This is an optimization exercise on Yosys and OpenROAD, whose aim is small area and a short achievable clock period, not a production implementation. Function was not checked in any run shown here: the RTL went through the layout flow alone.

## flow/design.v (module list and top-level ports; edited modules follow where they fit)
// module simple_ntt_core: 940 lines
// module ntt_fa: 4 lines
// module ntt_ha: 4 lines
module simple_ntt_core #(
  parameter int data_width      = 32,
  parameter int max_buffer_size = 4,
  parameter int modulus         = 3329,
  parameter int root            = 1729
) (
  input  logic                               clk,
  input  logic                               reset,
  input  logic [data_width-1:0]              input_buffer0,
  input  logic [data_width-1:0]              input_buffer1,
  input  logic [data_width-1:0]              input_buffer2,
  input  logic [data_width-1:0]              input_buffer3,
  input  logic [$clog2(max_buffer_size)-1:0] index,
  output logic [data_width-1:0]              output_buffer
);
  // ...
==> flow/flow/run.sh <==
#!/bin/bash
# The standard layout (standard.sh), except that the port buffers are
# made from the smallest buffer cell and the constant outputs share one tie cell.
export BUFFER_PORTS_ARGS="-buffer_cell sky130_fd_sc_hd__buf_1"
export SKIP_REPAIR_TIE_FANOUT=1
bash standard.sh > standard.log 2>&1
==> flow/standard.sh <==
#!/bin/bash
# synth_recipe.tcl (not shown) runs the flow's synth.tcl, then flattens the netlist and writes it again
# the make line also repeats each setting of config.mk as NAME=value (left out here)
make -C /OpenROAD-flow-scripts/flow DESIGN_CONFIG=/design/flow/config.mk WORK_HOME=/design/flow/orfs CLKGATE_MAP_FILE= SYNTH_SCRIPT=/design/flow/synth_recipe.tcl "${@:-finish}"
==> flow/config.mk <==
export PLATFORM = sky130hd
export DESIGN_NAME = simple_ntt_core
export DESIGN_NICKNAME = simple_ntt_core
export VERILOG_FILES = /design/flow/design.v
export SDC_FILE = /design/flow/constraint.sdc
export NUM_CORES = 4
export LEC_CHECK = 0
export CAP_MARGIN = 20
export CORE_MARGIN = 2
export CORE_UTILIZATION = 65
export CTS_BUF_LIST = sky130_fd_sc_hd__clkbuf_8
export PLACE_DENSITY = 0.75
export SLEW_MARGIN = 70
export SYNTH_HIERARCHICAL = 1
export SYNTH_MINIMUM_KEEP_SIZE = 0
==> flow/constraint.sdc <==
create_clock -name core_clock -period 55.0 [get_ports {clk}]
set_input_delay 11.0000 -clock core_clock [delete_from_list [all_inputs] [get_ports {clk}]]
set_output_delay 11.0000 -clock core_clock [all_outputs]
set_load 0.01 [all_outputs]
==> flow_summary.yaml, run 1 <==
worst_setup_path:
  cp_slowest_cell: "fa_1"
  endpoint: "rs[3]"
  crit_buf_inv: 3
  arrival_ps: 16050
  reg2reg_to: "out_r[3]"
placement:
  dp_hpwl_um: 19150
  portBuffers: 143
worst_hold_path:
  hold_end: "out_r[1]"
  hold_start: "v_r"
grt:
  grt.busiest_layer: "met2"
  grt_use_met3_pct: 4.510
  gr-usage-met2_pct: 48.17
  antenna_found_initial: 0
logic_synthesis:
  syn_area_mm2: 0.01037
  ys_seq_area_share_pct: 12.02
  synth_cell_type_count: 43
  synth_mux_area_share_pct: 3.681
  async_flop_share_pct: 22.03
  synth_top_family_by_area: "adder cells"
  yosys-top-cells-area: "fa_1, dfxtp_1, ha_1"
  yosys.area_share.xor_xnor_pct: 8.617
  yosysWarnings: 7
die:
  fp-row-count: 46
sta:
  hold_ws_ps: 732.1
  setup_viol: 0
  hold_viol: 0
clock_tree:
  cts_tree: "done"
  clock_tree.root_cell: "clkbuf_8"
run_status:
  status: "finished clean"
final_layout:
  multi_input_gates: 609
  buffer_area_share_pct: 5.301
  sh_seq_area_pct: 11.14
route:
  drc: 0
  firstDrtPassIters: 6
==> inputs of run 2 (changes only) <==
--- a/flow/design.v
+++ b/flow/design.v
@@ -8,18 +8,18 @@
   input  logic                               reset,
   input  logic [data_width-1:0]              input_buffer0,
   input  logic [data_width-1:0]              input_buffer1,
   input  logic [data_width-1:0]              input_buffer2,
   input  logic [data_width-1:0]              input_buffer3,
   input  logic [$clog2(max_buffer_size)-1:0] index,
   output logic [data_width-1:0]              output_buffer
 );
-  logic [21:0] rs;
-  logic [21:0] rt;
+  logic [18:0] rs;
+  logic [18:0] rt;
   logic [1:0] k_r;
   logic v_r;
   wire k0x = index[0];
   wire x1 = input_buffer2[0] ^ k0x;
   wire x2 = input_buffer2[1] ^ k0x;
   wire x3 = input_buffer2[2] ^ k0x;
   wire x4 = input_buffer2[3] ^ k0x;
   wire x5 = input_buffer2[4] ^ k0x;
@@ -281,36 +281,38 @@
   wire s161, c161;
   ntt_fa u161 (.a(i160), .b(s67), .c(c159), .s(s161), .co(c161));
   wire s162, c162;
   ntt_fa u162 (.a(s75), .b(s76), .c(c161), .s(s162), .co(c162));
   wire i163 = ~s82;
   wire s164, c164;
   ntt_fa u164 (.a(i163), .b(s84), .c(c162), .s(s164), .co(c164));
   wire s165, c165;
-  ntt_ha u165 (.a(c84), .b(s93), .s(s165), .co(c165));
+  ntt_fa u165 (.a(c84), .b(s93), .c(c164), .s(s165), .co(c165));
   wire s166, c166;
-  ntt_fa u166 (.a(c93), .b(s102), .c(c165), .s(s166), .co(c166));
+  ntt_ha u166 (.a(c93), .b(s102), .s(s166), .co(c166));
   wire s167, c167;
-  ntt_ha u167 (.a(c102), .b(s111), .s(s167), .co(c167));
+  ntt_fa u167 (.a(c102), .b(s111), .c(c166), .s(s167), .co(c167));
   wire s168, c168;
-  ntt_fa u168 (.a(c111), .b(s118), .c(c167), .s(s168), .co(c168));
+  ntt_ha u168 (.a(c111), .b(s118), .s(s168), .co(c168));
   wire s169, c169;
-  ntt_ha u169 (.a(c118), .b(s126), .s(s169), .co(c169));
+  ntt_fa u169 (.a(c118), .b(s126), .c(c168), .s(s169), .co(c169));
   wire s170, c170;
   ntt_ha u170 (.a(c126), .b(s135), .s(s170), .co(c170));
   wire i171 = ~s145;
   wire s172, c172;
   ntt_fa u172 (.a(c135), .b(i171), .c(c170), .s(s172), .co(c172));
-  wire s173 = c145 ^ s154;
-  wire c174 = ~c145 & s154;
+  wire i173 = ~c145;
+  wire s174, c174;
+  ntt_fa u174 (.a(i173), .b(s154), .c(c172), .s(s174), .co(c174));
   wire s175 = c154 ^ s157;
   wire c176 = c154 & ~s157;
-  wire s177 = c156 ^ c157;
-  wire c178 = ~(c156 | c157);
+  wire i177 = ~c176;
+  wire s178, c178;
+  ntt_fa u178 (.a(c156), .b(c157), .c(i177), .s(s178), .co(c178));
   wire x179 = input_buffer3[0] ^ k0x;
   wire x180 = input_buffer3[1] ^ k0x;
   wire x181 = input_buffer3[2] ^ k0x;
   wire x182 = input_buffer3[3] ^ k0x;
   wire x183 = input_buffer3[4] ^ k0x;
   wire x184 = input_buffer3[5] ^ k0x;
   wire x185 = input_buffer3[6] ^ k0x;
   wire x186 = input_buffer3[7] ^ k0x;
@@ -569,312 +571,283 @@
   wire s339, c339;
   ntt_fa u339 (.a(i338), .b(s245), .c(c337), .s(s339), .co(c339));
   wire s340, c340;
   ntt_fa u340 (.a(s253), .b(s254), .c(c339), .s(s340), .co(c340));
   wire i341 = ~s260;
   wire s342, c342;
   ntt_fa u342 (.a(i341), .b(s262), .c(c340), .s(s342), .co(c342));
   wire s343, c343;
-  ntt_ha u343 (.a(c262), .b(s271), .s(s343), .co(c343));
+  ntt_fa u343 (.a(c262), .b(s271), .c(c342), .s(s343), .co(c343));
   wire s344, c344;
-  ntt_fa u344 (.a(c271), .b(s280), .c(c343), .s(s344), .co(c344));
+  ntt_ha u344 (.a(c271), .b(s280), .s(s344), .co(c344));
   wire s345, c345;
-  ntt_ha u345 (.a(c280), .b(s289), .s(s345), .co(c345));
+  ntt_fa u345 (.a(c280), .b(s289), .c(c344), .s(s345), .co(c345));
   wire s346, c346;
-  ntt_fa u346 (.a(c289), .b(s296), .c(c345), .s(s346), .co(c346));
+  ntt_ha u346 (.a(c289), .b(s296), .s(s346), .co(c346));
   wire s347, c347;
-  ntt_ha u347 (.a(c296), .b(s304), .s(s347), .co(c347));
+  ntt_fa u347 (.a(c296), .b(s304), .c(c346), .s(s347), .co(c347));
   wire s348, c348;
   ntt_ha u348 (.a(c304), .b(s313), .s(s348), .co(c348));
   wire i349 = ~s323;
   wire s350, c350;
   ntt_fa u350 (.a(c313), .b(i349), .c(c348), .s(s350), .co(c350));
-  wire s351 = c323 ^ s332;
-  wire c352 = ~c323 & s332;
+  wire i351 = ~c323;
+  wire s352, c352;
+  ntt_fa u352 (.a(i351), .b(s332), .c(c350), .s(s352), .co(c352));
   wire s353 = c332 ^ s335;
   wire c354 = c332 & ~s335;
-  wire s355 = c334 ^ c335;
-  wire c356 = ~(c334 | c335);
+  wire i355 = ~c354;
+  wire s356, c356;
+  ntt_fa u356 (.a(c334), .b(c335), .c(i355), .s(s356), .co(c356));
   always_ff @(posedge clk) begin
-    rs <= {c178, s177, c176, s175, c174, s173, c172, s172, s170, c169, s169, c168, s168, s167, c166, s166, s165, c164, s164, s162, s161, s158};
-    rt <= {c356, s355, c354, s353, c352, s351, c350, s350, s348, c347, s347, c346, s346, s345, c344, s344, s343, c342, s342, s340, s339, s336};
+    rs <= {c178, s178, s175, c174, s174, s172, s170, c169, s169, s168, c167, s167, s166, c165, s165, s164, s162, s161, s158};
+    rt <= {c356, s356, s353, c352, s352, s350, s348, c347, s347, s346, c345, s345, s344, c343, s343, s342, s340, s339, s336};
     k_r <= index;
   end
   always_ff @(posedge clk or posedge reset) begin
     if (reset) v_r <= 1'b0;
     else       v_r <= 1'b1;
   end
   wire m357 = (k_r[1] ? (k_r[0] ? ~rt[1] : rt[0]) : (k_r[0] ? rt[1] : ~rt[0]));
-  wire m358 = (k_r[1] ? (k_r[0] ? rt[10] : rt[21]) : (k_r[0] ? ~rt[10] : ~rt[21]));
-  wire m359 = (k_r[1] ? (k_r[0] ? rt[11] : 1'b0) : (k_r[0] ? ~rt[11] : 1'b0));
-  wire m360 = (k_r[1] ? (k_r[0] ? ~rt[2] : ~rt[1]) : (k_r[0] ? rt[2] : rt[1]));
-  wire m361 = (k_r[1] ? (k_r[0] ? rt[9] : rt[19]) : (k_r[0] ? ~rt[9] : ~rt[19]));
-  wire m362 = (k_r[1] ? (k_r[0] ? rt[12] : rt[20]) : (k_r[0] ? ~rt[12] : ~rt[20]));
-  wire m363 = (k_r[1] ? (k_r[0] ? rt[13] : 1'b0) : (k_r[0] ? ~rt[13] : 1'b0));
-  wire m364 = (k_r[1] ? (k_r[0] ? ~rt[21] : 1'b0) : (k_r[0] ? rt[21] : 1'b0));
+  wire m358 = (k_r[1] ? (k_r[0] ? rt[10] : ~rt[18]) : (k_r[0] ? ~rt[10] : rt[18]));
+  wire m359 = (k_r[1] ? (k_r[0] ? ~rt[2] : ~rt[1]) : (k_r[0] ? rt[2] : rt[1]));
+  wire m360 = (k_r[1] ? (k_r[0] ? rt[8] : ~rt[17]) : (k_r[0] ? ~rt[8] : rt[17]));
+  wire m361 = (k_r[1] ? (k_r[0] ? rt[9] : 1'b0) : (k_r[0] ? ~rt[9] : 1'b0));
+  wire m362 = (k_r[1] ? (k_r[0] ? rt[11] : 1'b0) : (k_r[0] ? ~rt[11] : 1'b0));
+  wire m363 = (k_r[1] ? (k_r[0] ? rt[12] : 1'b0) : (k_r[0] ? ~rt[12] : 1'b0));
+  wire m364 = (k_r[1] ? (k_r[0] ? rt[18] : 1'b0) : (k_r[0] ? ~rt[18] : 1'b0));
   wire m365 = (k_r[1] ? (k_r[0] ? ~rt[3] : ~rt[2]) : (k_r[0] ? rt[3] : rt[2]));
-  wire m366 = (k_r[1] ? (k_r[0] ? rt[10] : rt[21]) : (k_r[0] ? ~rt[10] : ~rt[21]));
-  wire m367 = (k_r[1] ? (k_r[0] ? rt[11] : 1'b0) : (k_r[0] ? ~rt[11] : 1'b0));
-  wire m368 = (k_r[1] ? (k_r[0] ? rt[14] : 1'b0) : (k_r[0] ? ~rt[14] : 1'b0));
-  wire m369 = (k_r[1] ? (k_r[0] ? ~rt[4] : ~rt[3]) : (k_r[0] ? rt[4] : rt[3]));
-  wire m370 = (k_r[1] ? (k_r[0] ? ~rt[5] : 1'b0) : (k_r[0] ? rt[5] : 1'b0));
-  wire m371 = (k_r[1] ? (k_r[0] ? rt[12] : 1'b0) : (k_r[0] ? ~rt[12] : 1'b0));
-  wire m372 = (k_r[1] ? (k_r[0] ? rt[13] : 1'b0) : (k_r[0] ? ~rt[13] : 1'b0));
-  wire m373 = (k_r[1] ? (k_r[0] ? rt[15] : 1'b0) : (k_r[0] ? ~rt[15] : 1'b0));
-  wire m374 = (k_r[1] ? (k_r[0] ? ~rt[16] : 1'b0) : (k_r[0] ? rt[16] : 1'b0));
-  wire m375 = (k_r[1] ? (k_r[0] ? ~rt[6] : ~rt[4]) : (k_r[0] ? rt[6] : rt[4]));
-  wire m376 = (k_r[1] ? (k_r[0] ? rt[14] : ~rt[5]) : (k_r[0] ? ~rt[14] : rt[5]));
-  wire m377 = (k_r[1] ? (k_r[0] ? rt[17] : 1'b0) : (k_r[0] ? ~rt[17] : 1'b0));
-  wire m378 = (k_r[1] ? (k_r[0] ? ~rt[18] : 1'b0) : (k_r[0] ? rt[18] : 1'b0));
-  wire m379 = (k_r[1] ? (k_r[0] ? ~rt[7] : ~rt[6]) : (k_r[0] ? rt[7] : rt[6]));
-  wire m380 = (k_r[1] ? (k_r[0] ? ~rt[8] : 1'b0) : (k_r[0] ? rt[8] : 1'b0));
-  wire m381 = (k_r[1] ? (k_r[0] ? rt[15] : 1'b0) : (k_r[0] ? ~rt[15] : 1'b0));
-  wire m382 = (k_r[1] ? (k_r[0] ? ~rt[16] : 1'b0) : (k_r[0] ? rt[16] : 1'b0));
-  wire m383 = (k_r[1] ? (k_r[0] ? rt[19] : 1'b0) : (k_r[0] ? ~rt[19] : 1'b0));
-  wire m384 = (k_r[1] ? (k_r[0] ? rt[20] : 1'b0) : (k_r[0] ? ~rt[20] : 1'b0));
-  wire m385 = (k_r[1] ? (k_r[0] ? ~rt[0] : ~rt[7]) : (k_r[0] ? rt[0] : rt[7]));
-  wire m386 = (k_r[1] ? (k_r[0] ? ~rt[9] : ~rt[8]) : (k_r[0] ? rt[9] : rt[8]));
-  wire m387 = (k_r[1] ? (k_r[0] ? rt[17] : 1'b0) : (k_r[0] ? ~rt[17] : 1'b0));
-  wire m388 = (k_r[1] ? (k_r[0] ? ~rt[18] : 1'b0) : (k_r[0] ? rt[18] : 1'b0));
-  wire m389 = (k_r[1] ? (k_r[0] ? rt[21] : 1'b0) : (k_r[0] ? ~rt[21] : 1'b0));
-  wire m390 = (k_r[1] ? (k_r[0] ? ~rt[1] : ~rt[9]) : (k_r[0] ? rt[1] : rt[9]));
-  wire m391 = (k_r[1] ? (k_r[0] ? rt[10] : 1'b0) : (k_r[0] ? ~rt[10] : 1'b0));
-  wire m392 = (k_r[1] ? (k_r[0] ? rt[11] : 1'b0) : (k_r[0] ? ~rt[11] : 1'b0));
-  wire m393 = (k_r[1] ? (k_r[0] ? rt[19] : 1'b0) : (k_r[0] ? ~rt[19] : 1'b0));
-  wire m394 = (k_r[1] ? (k_r[0] ? rt[20] : 1'b0) : (k_r[0] ? ~rt[20] : 1'b0));
-  wire m395 = (k_r[1] ? (k_r[0] ? ~rt[21] : rt[21]) : (k_r[0] ? rt[21] : ~rt[21]));
-  wire m396 = (k_r[1] ? (k_r[0] ? ~rt[2] : ~rt[10]) : (k_r[0] ? rt[2] : rt[10]));
-  wire m397 = (k_r[1] ? (k_r[0] ? rt[12] : ~rt[11]) : (k_r[0] ? ~rt[12] : rt[11]));
-  wire m398 = (k_r[1] ? (k_r[0] ? rt[13] : 1'b0) : (k_r[0] ? ~rt[13] : 1'b0));
-  wire m399 = (k_r[1] ? (k_r[0] ? rt[0] : ~rt[12]) : (k_r[0] ? ~rt[0] : rt[12]));
-  wire m400 = (k_r[1] ? (k_r[0] ? ~rt[3] : ~rt[13]) : (k_r[0] ? rt[3] : rt[13]));
-  wire m401 = (k_r[1] ? (k_r[0] ? rt[9] : rt[19]) : (k_r[0] ? ~rt[9] : ~rt[19]));
-  wire m402 = (k_r[1] ? (k_r[0] ? rt[14] : rt[20]) : (k_r[0] ? ~rt[14] : ~rt[20]));
-  wire m403 = (k_r[1] ? (k_r[0] ? ~rt[4] : ~rt[14]) : (k_r[0] ? rt[4] : rt[14]));
-  wire m404 = (k_r[1] ? (k_r[0] ? ~rt[5] : 1'b0) : (k_r[0] ? rt[5] : 1'b0));
+  wire m366 = (k_r[1] ? (k_r[0] ? rt[10] : ~rt[18]) : (k_r[0] ? ~rt[10] : rt[18]));
+  wire m367 = (k_r[1] ? (k_r[0] ? rt[13] : 1'b0) : (k_r[0] ? ~rt[13] : 1'b0));
+  wire m368 = (k_r[1] ? (k_r[0] ? ~rt[4] : ~rt[3]) : (k_r[0] ? rt[4] : rt[3]));
+  wire m369 = (k_r[1] ? (k_r[0] ? rt[11] : 1'b0) : (k_r[0] ? ~rt[11] : 1'b0));
+  wire m370 = (k_r[1] ? (k_r[0] ? rt[12] : 1'b0) : (k_r[0] ? ~rt[12] : 1'b0));
+  wire m371 = (k_r[1] ? (k_r[0] ? rt[14] : 1'b0) : (k_r[0] ? ~rt[14] : 1'b0));
+  wire m372 = (k_r[1] ? (k_r[0] ? ~rt[5] : ~rt[4]) : (k_r[0] ? rt[5] : rt[4]));
+  wire m373 = (k_r[1] ? (k_r[0] ? ~rt[6] : 1'b0) : (k_r[0] ? rt[6] : 1'b0));
+  wire m374 = (k_r[1] ? (k_r[0] ? rt[13] : 1'b0) : (k_r[0] ? ~rt[13] : 1'b0));
+  wire m375 = (k_r[1] ? (k_r[0] ? rt[15] : 1'b0) : (k_r[0] ? ~rt[15] : 1'b0));
+  wire m376 = (k_r[1] ? (k_r[0] ? ~rt[16] : 1'b0) : (k_r[0] ? rt[16] : 1'b0));
+  wire m377 = (k_r[1] ? (k_r[0] ? ~rt[7] : ~rt[5]) : (k_r[0] ? rt[7] : rt[5]));
+  wire m378 = (k_r[1] ? (k_r[0] ? rt[14] : ~rt[6]) : (k_r[0] ? ~rt[14] : rt[6]));
+  wire m379 = (k_r[1] ? (k_r[0] ? ~rt[17] : 1'b0) : (k_r[0] ? rt[17] : 1'b0));
+  wire m380 = (k_r[1] ? (k_r[0] ? ~rt[0] : ~rt[7]) : (k_r[0] ? rt[0] : rt[7]));
+  wire m381 = (k_r[1] ? (k_r[0] ? ~rt[8] : 1'b0) : (k_r[0] ? rt[8] : 1'b0));
+  wire m382 = (k_r[1] ? (k_r[0] ? ~rt[9] : 1'b0) : (k_r[0] ? rt[9] : 1'b0));
+  wire m383 = (k_r[1] ? (k_r[0] ? rt[15] : 1'b0) : (k_r[0] ? ~rt[15] : 1'b0));
+  wire m384 = (k_r[1] ? (k_r[0] ? ~rt[16] : 1'b0) : (k_r[0] ? rt[16] : 1'b0));
+  wire m385 = (k_r[1] ? (k_r[0] ? ~rt[18] : 1'b0) : (k_r[0] ? rt[18] : 1'b0));
+  wire m386 = (k_r[1] ? (k_r[0] ? ~rt[1] : ~rt[8]) : (k_r[0] ? rt[1] : rt[8]));
+  wire m387 = (k_r[1] ? (k_r[0] ? rt[10] : ~rt[9]) : (k_r[0] ? ~rt[10] : rt[9]));
+  wire m388 = (k_r[1] ? (k_r[0] ? ~rt[17] : 1'b0) : (k_r[0] ? rt[17] : 1'b0));
+  wire m389 = (k_r[1] ? (k_r[0] ? rt[18] : ~rt[18]) : (k_r[0] ? ~rt[18] : rt[18]));
+  wire m390 = (k_r[1] ? (k_r[0] ? ~rt[2] : ~rt[10]) : (k_r[0] ? rt[2] : rt[10]));
+  wire m391 = (k_r[1] ? (k_r[0] ? rt[11] : 1'b0) : (k_r[0] ? ~rt[11] : 1'b0));
+  wire m392 = (k_r[1] ? (k_r[0] ? rt[12] : 1'b0) : (k_r[0] ? ~rt[12] : 1'b0));
+  wire m393 = (k_r[1] ? (k_r[0] ? rt[0] : ~rt[11]) : (k_r[0] ? ~rt[0] : rt[11]));
+  wire m394 = (k_r[1] ? (k_r[0] ? ~rt[3] : ~rt[12]) : (k_r[0] ? rt[3] : rt[12]));
+  wire m395 = (k_r[1] ? (k_r[0] ? rt[8] : ~rt[17]) : (k_r[0] ? ~rt[8] : rt[17]));
+  wire m396 = (k_r[1] ? (k_r[0] ? rt[9] : 1'b0) : (k_r[0] ? ~rt[9] : 1'b0));
+  wire m397 = (k_r[1] ? (k_r[0] ? rt[13] : 1'b0) : (k_r[0] ? ~rt[13] : 1'b0));
+  wire m398 = (k_r[1] ? (k_r[0] ? ~rt[4] : ~rt[13]) : (k_r[0] ? rt[4] : rt[13]));
+  wire m399 = (k_r[1] ? (k_r[0] ? rt[14] : 1'b0) : (k_r[0] ? ~rt[14] : 1'b0));
+  wire m400 = (k_r[1] ? (k_r[0] ? ~rt[0] : ~rt[14]) : (k_r[0] ? rt[0] : rt[14]));
+  wire m401 = (k_r[1] ? (k_r[0] ? ~rt[5] : rt[17]) : (k_r[0] ? rt[5] : ~rt[17]));
+  wire m402 = (k_r[1] ? (k_r[0] ? ~rt[6] : 1'b0) : (k_r[0] ? rt[6] : 1'b0));
+  wire m403 = (k_r[1] ? (k_r[0] ? ~rt[8] : 1'b0) : (k_r[0] ? rt[8] : 1'b0));
+  wire m404 = (k_r[1] ? (k_r[0] ? ~rt[9] : 1'b0) : (k_r[0] ? rt[9] : 1'b0));
   wire m405 = (k_r[1] ? (k_r[0] ? rt[15] : 1'b0) : (k_r[0] ? ~rt[15] : 1'b0));
   wire m406 = (k_r[1] ? (k_r[0] ? ~rt[16] : 1'b0) : (k_r[0] ? rt[16] : 1'b0));
-  wire m407 = (k_r[1] ? (k_r[0] ? ~rt[0] : ~rt[15]) : (k_r[0] ? rt[0] : rt[15]));
-  wire m408 = (k_r[1] ? (k_r[0] ? ~rt[6] : rt[16]) : (k_r[0] ? rt[6] : ~rt[16]));
-  wire m409 = (k_r[1] ? (k_r[0] ? ~rt[9] : ~rt[19]) : (k_r[0] ? rt[9] : rt[19]));
-  wire m410 = (k_r[1] ? (k_r[0] ? rt[17] : ~rt[20]) : (k_r[0] ? ~rt[17] : rt[20]));
-  wire m411 = (k_r[1] ? (k_r[0] ? ~rt[18] : 1'b0) : (k_r[0] ? rt[18] : 1'b0));
-  wire m412 = (k_r[1] ? (k_r[0] ? rt[21] : 1'b0) : (k_r[0] ? ~rt[21] : 1'b0));
-  wire m413 = (k_r[1] ? (k_r[0] ? ~rt[7] : ~rt[17]) : (k_r[0] ? rt[7] : rt[17]));
-  wire m414 = (k_r[1] ? (k_r[0] ? ~rt[8] : rt[18]) : (k_r[0] ? rt[8] : ~rt[18]));
-  wire m415 = (k_r[1] ? (k_r[0] ? rt[19] : 1'b0) : (k_r[0] ? ~rt[19] : 1'b0));
-  wire m416 = (k_r[1] ? (k_r[0] ? rt[20] : 1'b0) : (k_r[0] ? ~rt[20] : 1'b0));
-  wire kc417 = (k_r[1] ? (k_r[0] ? 1'b0 : 1'b1) : (k_r[0] ? 1'b0 : 1'b1));
+  wire m407 = (k_r[1] ? (k_r[0] ? ~rt[18] : 1'b0) : (k_r[0] ? rt[18] : 1'b0));
+  wire m408 = (k_r[1] ? (k_r[0] ? ~rt[7] : ~rt[15]) : (k_r[0] ? rt[7] : rt[15]));
+  wire m409 = (k_r[1] ? (k_r[0] ? ~rt[17] : rt[16]) : (k_r[0] ? rt[17] : ~rt[16]));
+  wire kc410 = (k_r[1] ? (k_r[0] ? 1'b0 : 1'b1) : (k_r[0] ? 1'b1 : 1'b1));
+  wire kc411 = (k_r[1] ? (k_r[0] ? 1'b0 : 1'b1) : (k_r[0] ? 1'b1 : 1'b0));
+  wire kc412 = (k_r[1] ? (k_r[0] ? 1'b1 : 1'b1) : (k_r[0] ? 1'b0 : 1'b0));
+  wire kc413 = (k_r[1] ? (k_r[0] ? 1'b1 : 1'b1) : (k_r[0] ? 1'b0 : 1'b0));
+  wire kc414 = (k_r[1] ? (k_r[0] ? 1'b1 : 1'b1) : (k_r[0] ? 1'b0 : 1'b1));
+  wire kc415 = (k_r[1] ? (k_r[0] ? 1'b0 : 1'b0) : (k_r[0] ? 1'b1 : 1'b1));
+  wire kc416 = (k_r[1] ? (k_r[0] ? 1'b1 : 1'b1) : (k_r[0] ? 1'b0 : 1'b1));
+  wire kc417 = (k_r[1] ? (k_r[0] ? 1'b1 : 1'b0) : (k_r[0] ? 1'b0 : 1'b0));
   wire kc418 = (k_r[1] ? (k_r[0] ? 1'b1 : 1'b1) : (k_r[0] ? 1'b0 : 1'b0));
-  wire kc419 = (k_r[1] ? (k_r[0] ? 1'b0 : 1'b1) : (k_r[0] ? 1'b0 : 1'b1));
-  wire kc420 = (k_r[1] ? (k_r[0] ? 1'b0 : 1'b1) : (k_r[0] ? 1'b1 : 1'b1));
-  wire kc421 = (k_r[1] ? (k_r[0] ? 1'b0 : 1'b0) : (k_r[0] ? 1'b1 : 1'b0));
-  wire kc422 = (k_r[1] ? (k_r[0] ? 1'b0 : 1'b1) : (k_r[0] ? 1'b0 : 1'b1));
-  wire kc423 = (k_r[1] ? (k_r[0] ? 1'b0 : 1'b0) : (k_r[0] ? 1'b1 : 1'b1));
-  wire kc424 = (k_r[1] ? (k_r[0] ? 1'b0 : 1'b1) : (k_r[0] ? 1'b1 : 1'b0));
-  wire kc425 = (k_r[1] ? (k_r[0] ? 1'b1 : 1'b1) : (k_r[0] ? 1'b1 : 1'b0));
-  wire kc426 = (k_r[1] ? (k_r[0] ? 1'b0 : 1'b0) : (k_r[0] ? 1'b1 : 1'b0));
-  wire kc427 = (k_r[1] ? (k_r[0] ? 1'b0 : 1'b1) : (k_r[0] ? 1'b0 : 1'b1));
-  wire i428 = ~kc417;
+  wire kc419 = (k_r[1] ? (k_r[0] ? 1'b1 : 1'b1) : (k_r[0] ? 1'b1 : 1'b0));
+  wire kc420 = (k_r[1] ? (k_r[0] ? 1'b1 : 1'b0) : (k_r[0] ? 1'b0 : 1'b1));
+  wire kc421 = (k_r[1] ? (k_r[0] ? 1'b0 : 1'b0) : (k_r[0] ? 1'b0 : 1'b1));
+  wire i422 = ~rs[0];
+  wire s423, c423;
+  ntt_fa u423 (.a(i422), .b(rs[18]), .c(kc410), .s(s423), .co(c423));
+  wire s424, c424;
+  ntt_ha u424 (.a(m357), .b(m358), .s(s424), .co(c424));
+  wire s425, c425;
+  ntt_fa u425 (.a(rs[1]), .b(rs[17]), .c(kc411), .s(s425), .co(c425));
+  wire s426, c426;
+  ntt_fa u426 (.a(m359), .b(m360), .c(m361), .s(s426), .co(c426));
+  wire s427, c427;
+  ntt_fa u427 (.a(m362), .b(m363), .c(m364), .s(s427), .co(c427));
+  wire s428, c428;
+  ntt_fa u428 (.a(c424), .b(c423), .c(s425), .s(s428), .co(c428));
   wire s429, c429;
-  ntt_fa u429 (.a(rs[0]), .b(rs[21]), .c(i428), .s(s429), .co(c429));
+  ntt_ha u429 (.a(s426), .b(s427), .s(s429), .co(c429));
   wire s430, c430;
-  ntt_fa u430 (.a(m357), .b(m358), .c(m359), .s(s430), .co(c430));
-  wire i431 = ~rs[1];
+  ntt_fa u430 (.a(rs[2]), .b(rs[18]), .c(kc412), .s(s430), .co(c430));
+  wire s431, c431;
+  ntt_fa u431 (.a(m365), .b(m366), .c(m367), .s(s431), .co(c431));
   wire s432, c432;
-  ntt_fa u432 (.a(i431), .b(rs[19]), .c(rs[20]), .s(s432), .co(c432));
+  ntt_fa u432 (.a(c425), .b(s430), .c(c426), .s(s432), .co(c432));
   wire s433, c433;
-  ntt_fa u433 (.a(kc418), .b(m360), .c(m361), .s(s433), .co(c433));
+  ntt_fa u433 (.a(c427), .b(s431), .c(c429), .s(s433), .co(c433));
   wire s434, c434;
-  ntt_fa u434 (.a(m362), .b(m363), .c(m364), .s(s434), .co(c434));
+  ntt_ha u434 (.a(c428), .b(s432), .s(s434), .co(c434));
   wire s435, c435;
-  ntt_fa u435 (.a(c430), .b(s433), .c(s434), .s(s435), .co(c435));
-  wire s436 = s432 ^ c429;
-  wire c437 = ~(s432 | c429);
-  wire i438 = ~rs[21];
+  ntt_fa u435 (.a(rs[3]), .b(kc413), .c(m368), .s(s435), .co(c435));
+  wire s436, c436;
+  ntt_fa u436 (.a(m369), .b(m370), .c(m371), .s(s436), .co(c436));
+  wire s437, c437;
+  ntt_fa u437 (.a(c430), .b(c431), .c(s435), .s(s437), .co(c437));
+  wire s438, c438;
+  ntt_fa u438 (.a(s436), .b(c432), .c(s437), .s(s438), .co(c438));
   wire s439, c439;
-  ntt_fa u439 (.a(rs[2]), .b(i438), .c(kc419), .s(s439), .co(c439));
+  ntt_ha u439 (.a(c433), .b(c434), .s(s439), .co(c439));
   wire s440, c440;
-  ntt_fa u440 (.a(m365), .b(m366), .c(m367), .s(s440), .co(c440));
+  ntt_fa u440 (.a(rs[4]), .b(kc414), .c(m372), .s(s440), .co(c440));
   wire s441, c441;
-  ntt_fa u441 (.a(m368), .b(s439), .c(c433), .s(s441), .co(c441));
+  ntt_fa u441 (.a(m373), .b(m374), .c(m375), .s(s441), .co(c441));
   wire s442, c442;
-  ntt_fa u442 (.a(c434), .b(s440), .c(c437), .s(s442), .co(c442));
-  wire i443 = ~c432;
+  ntt_fa u442 (.a(m376), .b(c435), .c(c436), .s(s442), .co(c442));
+  wire s443, c443;
+  ntt_fa u443 (.a(s440), .b(s441), .c(c437), .s(s443), .co(c443));
   wire s444, c444;
-  ntt_fa u444 (.a(i443), .b(c435), .c(s441), .s(s444), .co(c444));
+  ntt_fa u444 (.a(s442), .b(c439), .c(s443), .s(s444), .co(c444));
   wire s445, c445;
-  ntt_fa u445 (.a(rs[3]), .b(kc420), .c(m369), .s(s445), .co(c445));
+  ntt_fa u445 (.a(rs[5]), .b(rs[6]), .c(kc415), .s(s445), .co(c445));
   wire s446, c446;
-  ntt_fa u446 (.a(m370), .b(m371), .c(m372), .s(s446), .co(c446));
+  ntt_fa u446 (.a(m377), .b(m378), .c(m379), .s(s446), .co(c446));
   wire s447, c447;
-  ntt_fa u447 (.a(m373), .b(m374), .c(c439), .s(s447), .co(c447));
+  ntt_fa u447 (.a(s445), .b(c440), .c(c441), .s(s447), .co(c447));
   wire s448, c448;
-  ntt_fa u448 (.a(c440), .b(s445), .c(s446), .s(s448), .co(c448));
+  ntt_fa u448 (.a(s446), .b(c442), .c(s447), .s(s448), .co(c448));
   wire s449, c449;
-  ntt_fa u449 (.a(s447), .b(c441), .c(c442), .s(s449), .co(c449));
+  ntt_ha u449 (.a(c443), .b(s448), .s(s449), .co(c449));
   wire s450, c450;
-  ntt_ha u450 (.a(s448), .b(c444), .s(s450), .co(c450));
+  ntt_fa u450 (.a(rs[7]), .b(kc416), .c(m380), .s(s450), .co(c450));
   wire s451, c451;
-  ntt_fa u451 (.a(rs[4]), .b(rs[5]), .c(kc421), .s(s451), .co(c451));
+  ntt_fa u451 (.a(m381), .b(m382), .c(m383), .s(s451), .co(c451));
   wire s452, c452;
-  ntt_fa u452 (.a(m375), .b(m376), .c(m377), .s(s452), .co(c452));
+  ntt_fa u452 (.a(m384), .b(m385), .c(c445), .s(s452), .co(c452));
   wire s453, c453;
-  ntt_fa u453 (.a(m378), .b(s451), .c(c445), .s(s453), .co(c453));
+  ntt_fa u453 (.a(c446), .b(s450), .c(s451), .s(s453), .co(c453));
   wire s454, c454;
-  ntt_fa u454 (.a(c446), .b(s452), .c(c447), .s(s454), .co(c454));
+  ntt_fa u454 (.a(s452), .b(c447), .c(s453), .s(s454), .co(c454));
   wire s455, c455;
-  ntt_fa u455 (.a(c448), .b(s453), .c(s454), .s(s455), .co(c455));
+  ntt_ha u455 (.a(c448), .b(s454), .s(s455), .co(c455));
   wire s456, c456;
-  ntt_ha u456 (.a(c449), .b(c450), .s(s456), .co(c456));
+  ntt_fa u456 (.a(rs[8]), .b(rs[9]), .c(kc417), .s(s456), .co(c456));
   wire s457, c457;
-  ntt_fa u457 (.a(rs[6]), .b(kc422), .c(m379), .s(s457), .co(c457));
+  ntt_fa u457 (.a(m386), .b(m387), .c(m388), .s(s457), .co(c457));
   wire s458, c458;
-  ntt_fa u458 (.a(m380), .b(m381), .c(m382), .s(s458), .co(c458));
+  ntt_fa u458 (.a(s456), .b(c450), .c(c451), .s(s458), .co(c458));
   wire s459, c459;
-  ntt_fa u459 (.a(m383), .b(m384), .c(c451), .s(s459), .co(c459));
+  ntt_fa u459 (.a(s457), .b(c452), .c(c453), .s(s459), .co(c459));
   wire s460, c460;
-  ntt_fa u460 (.a(c452), .b(s457), .c(s458), .s(s460), .co(c460));
+  ntt_fa u460 (.a(s458), .b(s459), .c(c454), .s(s460), .co(c460));
   wire s461, c461;
-  ntt_fa u461 (.a(s459), .b(c453), .c(s460), .s(s461), .co(c461));
+  ntt_fa u461 (.a(rs[10]), .b(rs[18]), .c(kc418), .s(s461), .co(c461));
   wire s462, c462;
-  ntt_fa u462 (.a(c454), .b(s461), .c(c455), .s(s462), .co(c462));
+  ntt_fa u462 (.a(m389), .b(m390), .c(m391), .s(s462), .co(c462));
   wire s463, c463;
-  ntt_fa u463 (.a(rs[7]), .b(rs[8]), .c(kc423), .s(s463), .co(c463));
+  ntt_fa u463 (.a(m392), .b(c456), .c(s461), .s(s463), .co(c463));
   wire s464, c464;
-  ntt_fa u464 (.a(m385), .b(m386), .c(m387), .s(s464), .co(c464));
+  ntt_fa u464 (.a(c457), .b(s462), .c(c458), .s(s464), .co(c464));
   wire s465, c465;
-  ntt_fa u465 (.a(m388), .b(m389), .c(s463), .s(s465), .co(c465));
+  ntt_fa u465 (.a(s463), .b(c459), .c(s464), .s(s465), .co(c465));
   wire s466, c466;
-  ntt_fa u466 (.a(c457), .b(c458), .c(s464), .s(s466), .co(c466));
+  ntt_fa u466 (.a(rs[11]), .b(rs[12]), .c(rs[17]), .s(s466), .co(c466));
   wire s467, c467;
-  ntt_fa u467 (.a(c459), .b(s465), .c(c460), .s(s467), .co(c467));
+  ntt_fa u467 (.a(kc419), .b(m393), .c(m394), .s(s467), .co(c467));
   wire s468, c468;
-  ntt_fa u468 (.a(s466), .b(s467), .c(c461), .s(s468), .co(c468));
+  ntt_fa u468 (.a(m395), .b(m396), .c(m397), .s(s468), .co(c468));
   wire s469, c469;
-  ntt_fa u469 (.a(rs[9]), .b(kc424), .c(m390), .s(s469), .co(c469));
+  ntt_fa u469 (.a(s466), .b(c461), .c(c462), .s(s469), .co(c469));
   wire s470, c470;
-  ntt_fa u470 (.a(m391), .b(m392), .c(m393), .s(s470), .co(c470));
+  ntt_fa u470 (.a(s467), .b(s468), .c(c463), .s(s470), .co(c470));
   wire s471, c471;
-  ntt_fa u471 (.a(m394), .b(c463), .c(c464), .s(s471), .co(c471));
+  ntt_fa u471 (.a(s469), .b(c464), .c(s470), .s(s471), .co(c471));
   wire s472, c472;
-  ntt_fa u472 (.a(s469), .b(s470), .c(c465), .s(s472), .co(c472));
+  ntt_fa u472 (.a(rs[13]), .b(kc420), .c(c466), .s(s472), .co(c472));
   wire s473, c473;
-  ntt_fa u473 (.a(c466), .b(s471), .c(s472), .s(s473), .co(c473));
+  ntt_fa u473 (.a(m398), .b(m399), .c(c467), .s(s473), .co(c473));
   wire s474, c474;
-  ntt_ha u474 (.a(c467), .b(s473), .s(s474), .co(c474));
+  ntt_fa u474 (.a(c468), .b(s472), .c(c469), .s(s474), .co(c474));
   wire s475, c475;
-  ntt_fa u475 (.a(rs[10]), .b(rs[11]), .c(i438), .s(s475), .co(c475));
-  wire s476, c476;
-  ntt_fa u476 (.a(m395), .b(m396), .c(m397), .s(s476), .co(c476));
+  ntt_fa u475 (.a(s473), .b(c470), .c(s474), .s(s475), .co(c475));
+  wire i476 = ~rs[17];
   wire s477, c477;
-  ntt_fa u477 (.a(m398), .b(s475), .c(c469), .s(s477), .co(c477));
+  ntt_fa u477 (.a(rs[14]), .b(i476), .c(kc421), .s(s477), .co(c477));
   wire s478, c478;
-  ntt_fa u478 (.a(c470), .b(s476), .c(c471), .s(s478), .co(c478));
+  ntt_fa u478 (.a(m400), .b(m401), .c(m402), .s(s478), .co(c478));
   wire s479, c479;
-  ntt_fa u479 (.a(s477), .b(c472), .c(s478), .s(s479), .co(c479));
+  ntt_fa u479 (.a(m403), .b(m404), .c(m405), .s(s479), .co(c479));
   wire s480, c480;
-  ntt_ha u480 (.a(c473), .b(s479), .s(s480), .co(c480));
-  wire i481 = ~rs[19];
+  ntt_fa u480 (.a(m406), .b(m407), .c(s477), .s(s480), .co(c480));
+  wire s481, c481;
+  ntt_fa u481 (.a(c472), .b(s478), .c(s479), .s(s481), .co(c481));
   wire s482, c482;
-  ntt_fa u482 (.a(rs[12]), .b(rs[13]), .c(i481), .s(s482), .co(c482));
+  ntt_fa u482 (.a(c473), .b(s480), .c(s481), .s(s482), .co(c482));
   wire s483, c483;
-  ntt_fa u483 (.a(kc425), .b(m399), .c(m400), .s(s483), .co(c483));
+  ntt_ha u483 (.a(c474), .b(s482), .s(s483), .co(c483));
   wire s484, c484;
-  ntt_fa u484 (.a(m401), .b(m402), .c(c475), .s(s484), .co(c484));
+  ntt_fa u484 (.a(rs[15]), .b(m408), .c(m409), .s(s484), .co(c484));
   wire s485, c485;
-  ntt_fa u485 (.a(s482), .b(c476), .c(s483), .s(s485), .co(c485));
-  wire i486 = ~rs[20];
+  ntt_fa u485 (.a(c477), .b(c478), .c(c479), .s(s485), .co(c485));
+  wire i486 = ~rs[16];
   wire s487, c487;
-  ntt_fa u487 (.a(i486), .b(s484), .c(c477), .s(s487), .co(c487));
+  ntt_fa u487 (.a(i486), .b(s484), .c(c480), .s(s487), .co(c487));
   wire s488, c488;
-  ntt_fa u488 (.a(s485), .b(c478), .c(s487), .s(s488), .co(c488));
+  ntt_fa u488 (.a(c481), .b(s485), .c(s487), .s(s488), .co(c488));
   wire s489, c489;
-  ntt_ha u489 (.a(c479), .b(s488), .s(s489), .co(c489));
+  ntt_ha u489 (.a(c482), .b(c483), .s(s489), .co(c489));
   wire s490, c490;
-  ntt_fa u490 (.a(rs[14]), .b(kc426), .c(m403), .s(s490), .co(c490));
+  ntt_fa u490 (.a(c484), .b(c485), .c(c487), .s(s490), .co(c490));
   wire s491, c491;
-  ntt_fa u491 (.a(m404), .b(m405), .c(m406), .s(s491), .co(c491));
+  ntt_ha u491 (.a(c488), .b(s490), .s(s491), .co(c491));
   wire s492, c492;
-  ntt_fa u492 (.a(c482), .b(c483), .c(c484), .s(s492), .co(c492));
+  ntt_ha u492 (.a(s423), .b(s424), .s(s492), .co(c492));
   wire s493, c493;
-  ntt_fa u493 (.a(s490), .b(s491), .c(c485), .s(s493), .co(c493));
+  ntt_fa u493 (.a(s428), .b(s429), .c(c492), .s(s493), .co(c493));
   wire s494, c494;
-  ntt_fa u494 (.a(s492), .b(c487), .c(s493), .s(s494), .co(c494));
+  ntt_fa u494 (.a(s433), .b(s434), .c(c493), .s(s494), .co(c494));
   wire s495, c495;
-  ntt_ha u495 (.a(c488), .b(s494), .s(s495), .co(c495));
+  ntt_fa u495 (.a(s438), .b(s439), .c(c494), .s(s495), .co(c495));
   wire s496, c496;
-  ntt_fa u496 (.a(rs[15]), .b(rs[19]), .c(rs[20]), .s(s496), .co(c496));
+  ntt_fa u496 (.a(c438), .b(s444), .c(c495), .s(s496), .co(c496));
   wire s497, c497;
-  ntt_fa u497 (.a(kc427), .b(m407), .c(m408), .s(s497), .co(c497));
+  ntt_fa u497 (.a(c444), .b(s449), .c(c496), .s(s497), .co(c497));
   wire s498, c498;
-  ntt_fa u498 (.a(m409), .b(m410), .c(m411), .s(s498), .co(c498));
-  wire i499 = ~rs[16];
+  ntt_fa u498 (.a(c449), .b(s455), .c(c497), .s(s498), .co(c498));
+  wire s499, c499;
+  ntt_fa u499 (.a(c455), .b(s460), .c(c498), .s(s499), .co(c499));
   wire s500, c500;
-  ntt_fa u500 (.a(i499), .b(m412), .c(s496), .s(s500), .co(c500));
+  ntt_fa u500 (.a(c460), .b(s465), .c(c499), .s(s500), .co(c500));
   wire s501, c501;
-  ntt_fa u501 (.a(c490), .b(c491), .c(s497), .s(s501), .co(c501));
+  ntt_fa u501 (.a(c465), .b(s471), .c(c500), .s(s501), .co(c501));
   wire s502, c502;
-  ntt_fa u502 (.a(s498), .b(s500), .c(c492), .s(s502), .co(c502));
+  ntt_fa u502 (.a(c471), .b(s475), .c(c501), .s(s502), .co(c502));
   wire s503, c503;
-  ntt_fa u503 (.a(s501), .b(c493), .c(s502), .s(s503), .co(c503));
+  ntt_fa u503 (.a(c475), .b(s483), .c(c502), .s(s503), .co(c503));
   wire s504, c504;
-  ntt_ha u504 (.a(c494), .b(s503), .s(s504), .co(c504));
+  ntt_fa u504 (.a(s488), .b(s489), .c(c503), .s(s504), .co(c504));
   wire s505, c505;
-  ntt_fa u505 (.a(rs[17]), .b(c496), .c(m413), .s(s505), .co(c505));
+  ntt_fa u505 (.a(c489), .b(s491), .c(c504), .s(s505), .co(c505));
   wire s506, c506;
-  ntt_fa u506 (.a(m414), .b(m415), .c(m416), .s(s506), .co(c506));
-  wire s507, c507;
-  ntt_fa u507 (.a(c497), .b(c498), .c(c500), .s(s507), .co(c507));
-  wire i508 = ~rs[18];
-  wire s509, c509;
-  ntt_fa u509 (.a(i508), .b(s505), .c(s506), .s(s509), .co(c509));
-  wire s510, c510;
-  ntt_fa u510 (.a(c501), .b(s507), .c(s509), .s(s510), .co(c510));
-  wire s511, c511;
-  ntt_fa u511 (.a(c502), .b(s510), .c(c503), .s(s511), .co(c511));
-  wire s512, c512;
-  ntt_fa u512 (.a(c505), .b(c506), .c(c507), .s(s512), .co(c512));
-  wire s513, c513;
-  ntt_fa u513 (.a(c509), .b(s512), .c(c510), .s(s513), .co(c513));
-  wire s514 = s429 ^ s430;
-  wire c515 = ~s429 & s430;
-  wire s516, c516;
-  ntt_fa u516 (.a(s435), .b(s436), .c(c515), .s(s516), .co(c516));
-  wire s517, c517;
-  ntt_fa u517 (.a(s442), .b(s444), .c(c516), .s(s517), .co(c517));
-  wire s518, c518;
-  ntt_fa u518 (.a(s449), .b(s450), .c(c517), .s(s518), .co(c518));
-  wire s519, c519;
-  ntt_fa u519 (.a(s455), .b(s456), .c(c518), .s(s519), .co(c519));
-  wire s520, c520;
-  ntt_fa u520 (.a(c456), .b(s462), .c(c519), .s(s520), .co(c520));
-  wire s521, c521;
-  ntt_fa u521 (.a(c462), .b(s468), .c(c520), .s(s521), .co(c521));
-  wire s522, c522;
-  ntt_fa u522 (.a(c468), .b(s474), .c(c521), .s(s522), .co(c522));
-  wire s523, c523;
-  ntt_fa u523 (.a(c474), .b(s480), .c(c522), .s(s523), .co(c523));
-  wire s524, c524;
-  ntt_fa u524 (.a(c480), .b(s489), .c(c523), .s(s524), .co(c524));
-  wire s525, c525;
-  ntt_fa u525 (.a(c489), .b(s495), .c(c524), .s(s525), .co(c525));
-  wire s526, c526;
-  ntt_fa u526 (.a(c495), .b(s504), .c(c525), .s(s526), .co(c526));
-  wire s527, c527;
-  ntt_fa u527 (.a(c504), .b(s511), .c(c526), .s(s527), .co(c527));
-  wire s528, c528;
-  ntt_fa u528 (.a(c511), .b(s513), .c(c527), .s(s528), .co(c528));
-  wire s529, c529;
-  ntt_fa u529 (.a(c512), .b(c513), .c(c528), .s(s529), .co(c529));
-  wire [4:0] hv530 = {c529, s529, s528, s527, s526};
+  ntt_fa u506 (.a(c490), .b(c491), .c(c505), .s(s506), .co(c506));
+  wire [4:0] hv507 = {c506, s506, s505, s504, s503};
   logic [11:0] tv;
   always_comb begin
-    case (hv530)
+    case (hv507)
       5'd0: tv = 12'd0;
       5'd1: tv = 12'd2048;
       5'd2: tv = 12'd767;
       5'd3: tv = 12'd2815;
       5'd4: tv = 12'd1534;
       5'd5: tv = 12'd253;
       5'd6: tv = 12'd2301;
       5'd7: tv = 12'd1020;
@@ -890,52 +863,46 @@
       5'd17: tv = 12'd1526;
       5'd18: tv = 12'd245;
       5'd19: tv = 12'd2293;
       5'd20: tv = 12'd1012;
       5'd21: tv = 12'd3060;
       5'd22: tv = 12'd1779;
       5'd23: tv = 12'd498;
       5'd24: tv = 12'd2546;
-      5'd25: tv = 12'd1265;
-      5'd26: tv = 12'd3313;
-      5'd27: tv = 12'd2032;
-      5'd28: tv = 12'd751;
-      5'd29: tv = 12'd2799;
-      5'd30: tv = 12'd1518;
       default: tv = 12'd0;
     endcase
   end
-  wire s531 = s514 ^ tv[0];
-  wire c532 = ~s514 & tv[0];
-  wire s533, c533;
-  ntt_fa u533 (.a(s516), .b(tv[1]), .c(c532), .s(s533), .co(c533));
-  wire s534, c534;
-  ntt_fa u534 (.a(s517), .b(tv[2]), .c(c533), .s(s534), .co(c534));
-  wire s535, c535;
-  ntt_fa u535 (.a(s518), .b(tv[3]), .c(c534), .s(s535), .co(c535));
-  wire s536, c536;
-  ntt_fa u536 (.a(s519), .b(tv[4]), .c(c535), .s(s536), .co(c536));
-  wire s537, c537;
-  ntt_fa u537 (.a(s520), .b(tv[5]), .c(c536), .s(s537), .co(c537));
-  wire s538, c538;
-  ntt_fa u538 (.a(s521), .b(tv[6]), .c(c537), .s(s538), .co(c538));
-  wire s539, c539;
-  ntt_fa u539 (.a(s522), .b(tv[7]), .c(c538), .s(s539), .co(c539));
-  wire s540, c540;
-  ntt_fa u540 (.a(s523), .b(tv[8]), .c(c539), .s(s540), .co(c540));
-  wire s541, c541;
-  ntt_fa u541 (.a(s524), .b(tv[9]), .c(c540), .s(s541), .co(c541));
-  wire s542, c542;
-  ntt_fa u542 (.a(s525), .b(tv[10]), .c(c541), .s(s542), .co(c542));
-  wire s543, c543;
-  ntt_ha u543 (.a(tv[11]), .b(c542), .s(s543), .co(c543));
-  wire [12:0] y544 = {c543, s543, s542, s541, s540, s539, s538, s537, s536, s535, s534, s533, ~s531};
-  wire [13:0] yq = {1'b0, y544} - 14'd3329;
-  wire [11:0] res = yq[13] ? y544[11:0] : yq[11:0];
+  wire s508, c508;
+  ntt_ha u508 (.a(s492), .b(tv[0]), .s(s508), .co(c508));
+  wire s509, c509;
+  ntt_fa u509 (.a(s493), .b(tv[1]), .c(c508), .s(s509), .co(c509));
+  wire s510, c510;
+  ntt_fa u510 (.a(s494), .b(tv[2]), .c(c509), .s(s510), .co(c510));
+  wire s511, c511;
+  ntt_fa u511 (.a(s495), .b(tv[3]), .c(c510), .s(s511), .co(c511));
+  wire s512, c512;
+  ntt_fa u512 (.a(s496), .b(tv[4]), .c(c511), .s(s512), .co(c512));
+  wire s513, c513;
+  ntt_fa u513 (.a(s497), .b(tv[5]), .c(c512), .s(s513), .co(c513));
+  wire s514, c514;
+  ntt_fa u514 (.a(s498), .b(tv[6]), .c(c513), .s(s514), .co(c514));
+  wire s515, c515;
+  ntt_fa u515 (.a(s499), .b(tv[7]), .c(c514), .s(s515), .co(c515));
+  wire s516, c516;
+  ntt_fa u516 (.a(s500), .b(tv[8]), .c(c515), .s(s516), .co(c516));
+  wire s517, c517;
+  ntt_fa u517 (.a(s501), .b(tv[9]), .c(c516), .s(s517), .co(c517));
+  wire s518, c518;
+  ntt_fa u518 (.a(s502), .b(tv[10]), .c(c517), .s(s518), .co(c518));
+  wire s519, c519;
+  ntt_ha u519 (.a(tv[11]), .b(c518), .s(s519), .co(c519));
+  wire [12:0] y520 = {c519, s519, s518, s517, s516, s515, s514, s513, s512, s511, s510, s509, s508};
+  wire [13:0] yq = {1'b0, y520} - 14'd3329;
+  wire [11:0] res = yq[13] ? y520[11:0] : yq[11:0];
   logic [11:0] out_r;
   always_ff @(posedge clk or posedge reset) begin
     if (reset) out_r <= 12'd0;
     else       out_r <= res & {12{v_r}};
   end
   assign output_buffer = {20'd0, out_r};
 endmodule
 module ntt_fa (input logic a, input logic b, input logic c, output logic s, output logic co);
==> flow_summary.yaml, run 2 <==
run_status:
  status: "finished clean"
die:
  ios: 164
  die_w_um: 126.7
  die_height_um: 126.7
  core-area_mm2: 0.01464
  fp.dieArea_mm2: 0.01604
  fp-row-count: 44
  start_util_pct: 66.78
worst_setup_path:
  ff2ff_setup_slack_ps: 40010
  crit-reg2reg-launch: "k_r[0]"
  required_ps: 55210
  cp-end-kind: "register"
  reg2reg_to: "out_r[10]"
  arrival_ps: 16500
  cp_max_fo: 35
  critPathLaunchType: "input port"
  crit_type: "in -> reg"
  ff2ff_path_depth: 40
sta:
  fin_crit_ps: 16290
  timing.fmax_ghz: 0.06139
  setup_tns_ps: 0
  finalMaxSlewViolations: 0
  period_share_pct: 29.62
  skew_ps: 9.125
  setup_viol: 0
  hold_viol: 0
  grt_setup_unrepaired: "false"
clock_tree:
  cts_hold_buffers: 0
  ctsResizeCount: 0
  cts_tree: "done"
  htree_levels: 2
  cts_buffer_depth: 2
  insertion_delay_ps: 320
  numCtsBuffers: 5
  clk_pin_slew_ps: 110
  cts_setup_buffers: 0
  cts.sinks: 53
  clock_tree.root_cell: "clkbuf_8"
logic_synthesis:
  synthTopCellsByCount: "fa_1, inv_1, xor2_1"
  synth_most_common_cell: "fa_1"
  yosys-top-cells-area: "fa_1, dfxtp_1, ha_1"
  synth_flop_cell: "dfxtp_1"
  synthDominantCellAreaShare_pct: 57.73
  synth_area_leader_cell: "fa_1"
  ys_seq_area_share_pct: 11.51
  syn_inst: 752
  syn_area_mm2: 0.009779
  syn-num-nets: 1221
  ys_ff_latch: 53
  synth_cell_type_count: 46
  async_flop_share_pct: 24.53
  synth_edf_count: 0
  yosysWarnings: 7
  avgSynthCellArea_um2: 13.00
route:
  routed_via_density: 5.411
  wl_met3_um: 1096
  vias: 5676
  met1_length_um: 8877
  drc: 0
  wl_per_cell_um: 20.06
  maxUsedRoutingLayer: "met4"
  drt-initial-drc-count: 263
  firstDrtPassIters: 4
  dr_wl_met2_um: 10580
  drtAntennaViolNets: 0
  totalWireLength_um: 21040
placement:
  dp_hpwl_um: 19410
  gp_congestion: 1.048
  portBuffers: 143
  place_inst: 1041
final_layout:
  fin_nets: 1333
  multi_input_area_mm2: 0.008137
  fillCellCount: 1038
  reg.largest.list: "rs x19, rt x19, out_r x12"
  instances_no_fill: 1049
  antenna_cells: 0
  area_growth_pct: 7.370
  layout_commonest_cell: "fa_1"
  layout_common_cells: "fa_1, buf_1, inv_1, xor2_1, ha_1"
  drive_gt1_share_pct: 3.931
  area.sequential_mm2: 0.001129
worst_hold_path:
  hold_depth: 1
  hold_start: "v_r"
  hp-class: "reg -> reg"
  hold_end: "out_r[5]"
grt:
  grt.overflow.total: 0
  antenna_found_initial: 0
  grt_pass1_vias: 6806
  grt_max_degree: 37
  grt_pass1_wl_um: 34820
  track_usage_pct: 28.89
run:
  drv_cap: 0
-- run 2: metal layers --
| metal | vias to the layer above | GRT usage, % |
|---|---|---|
| met3 | 32 | 4.091 |
| met2 | 195 | 50.72 |
| met4 | 0 | 7.175 |
| met1 | 2938 | 38.82 |
| met5 | - | 0 |
| li1 | 2511 | - |
-- run 2: worst max-delay path, stage by stage --
cell and delay [ps]:
clkbuf_4 110, buf_8 270, buf_12 280, xor2_1 110
ha_1 210, fa_1 390, fa_1 420, fa_1 630
fa_1 470, fa_1 400, fa_1 510, fa_1 430
fa_1 400, fa_1 390, fa_1 450
-- run 2: layout make-up --
class	instances	share of cell area, %
repair buffers	147	5.660
multi-input cells	573	77.49
clock inverters	3	0.2383
clock buffers	5	0.6554
well taps	184	2.193
flip-flops and latches	53	10.75
inverters	84	3.015
-- run 2: per-stage QoR --
stage               setup WS, ps  instance area, um2  utilization [%]  hold slack, ps
global route               38520               10500            71.70           712.7
floorplan                  38730                9779                -           562.8
finish                     38710               10500            71.70           656.6
detailed placement         38360               10380            70.85           715.7
global placement           38240               10330            70.52           704.4
CTS                        38720               10470            71.49           724.9
-- run 2: how the worst max path moves through the flow --
| stage | start | to | slack (ps) | cells after the start |
|---|---|---|---|---|
| after CTS | index[0] | rt[4] | 38720 | 15 |
| after floorplan | index[0] | rs[4] | 38730 | 14 |
| after global placement | index[0] | rt[4] | 38240 | 14 |
| after global routing | index[0] | rt[4] | 38520 | 15 |
| final | index[0] | rt[4] | 38710 | 15 |
| after detailed placement | index[0] | rt[4] | 38360 | 15 |
-- run 2: per-module statistics from Yosys, one instance, submodules excluded --
module           flops+latches  times used  cells inside
simple_ntt_core             53           1           434
ntt_fa                       0         282             1
ntt_ha                       0          36             1
-- run 2: logic make-up after synthesis --
| kind of cell | count (synthesis) | synth area share (%) |
|---|---|---|
| adder cells (fa/ha/maj) | 337 | 64.76 |
| buffers and inverters | 126 | 5.745 |
| XOR/XNOR | 101 | 9.046 |
| AND/OR/NAND/NOR | 67 | 3.698 |
| flip-flops | 53 | 11.51 |
| AO/OA/AOI/OAI | 46 | 2.956 |
| multiplexers | 20 | 2.201 |
| other | 2 | 0.07679 |

-- afterwards: timing with drivers on the ports --
Ports are ideal in the flow. The routed layouts listed here were re-timed in OpenROAD. Step 1 (the two cells are an assumption about what drives the block):
set clk [get_ports {clk}]
set_driving_cell -lib_cell sky130_fd_sc_hd__clkbuf_16 $clk
set_driving_cell -lib_cell sky130_fd_sc_hd__buf_2 [delete_from_list [all_inputs] $clk]
Step 2 adds t to the input delays and takes it off the output delays; t is the mean of the earliest and latest rising clock arrival at the registers after step 1. Input paths then give back, and output paths get back, about the clock's delay inside the block. Slacks: ideal / step 1 / step 2; pairs: ideal / step 1.
run	t, ns	setup slack, ns	clock arrival spread, ns
run 1	0.373	39.166 / 39.176 / 38.803	0.006 / 0.006
run 2	0.361	38.710 / 38.729 / 38.368	0.009 / 0.010
After both steps every run listed still meets setup and hold. The setup slack of run 1, which loses most, moves by +0.010 ns with the drivers and by -0.363 ns with both steps.
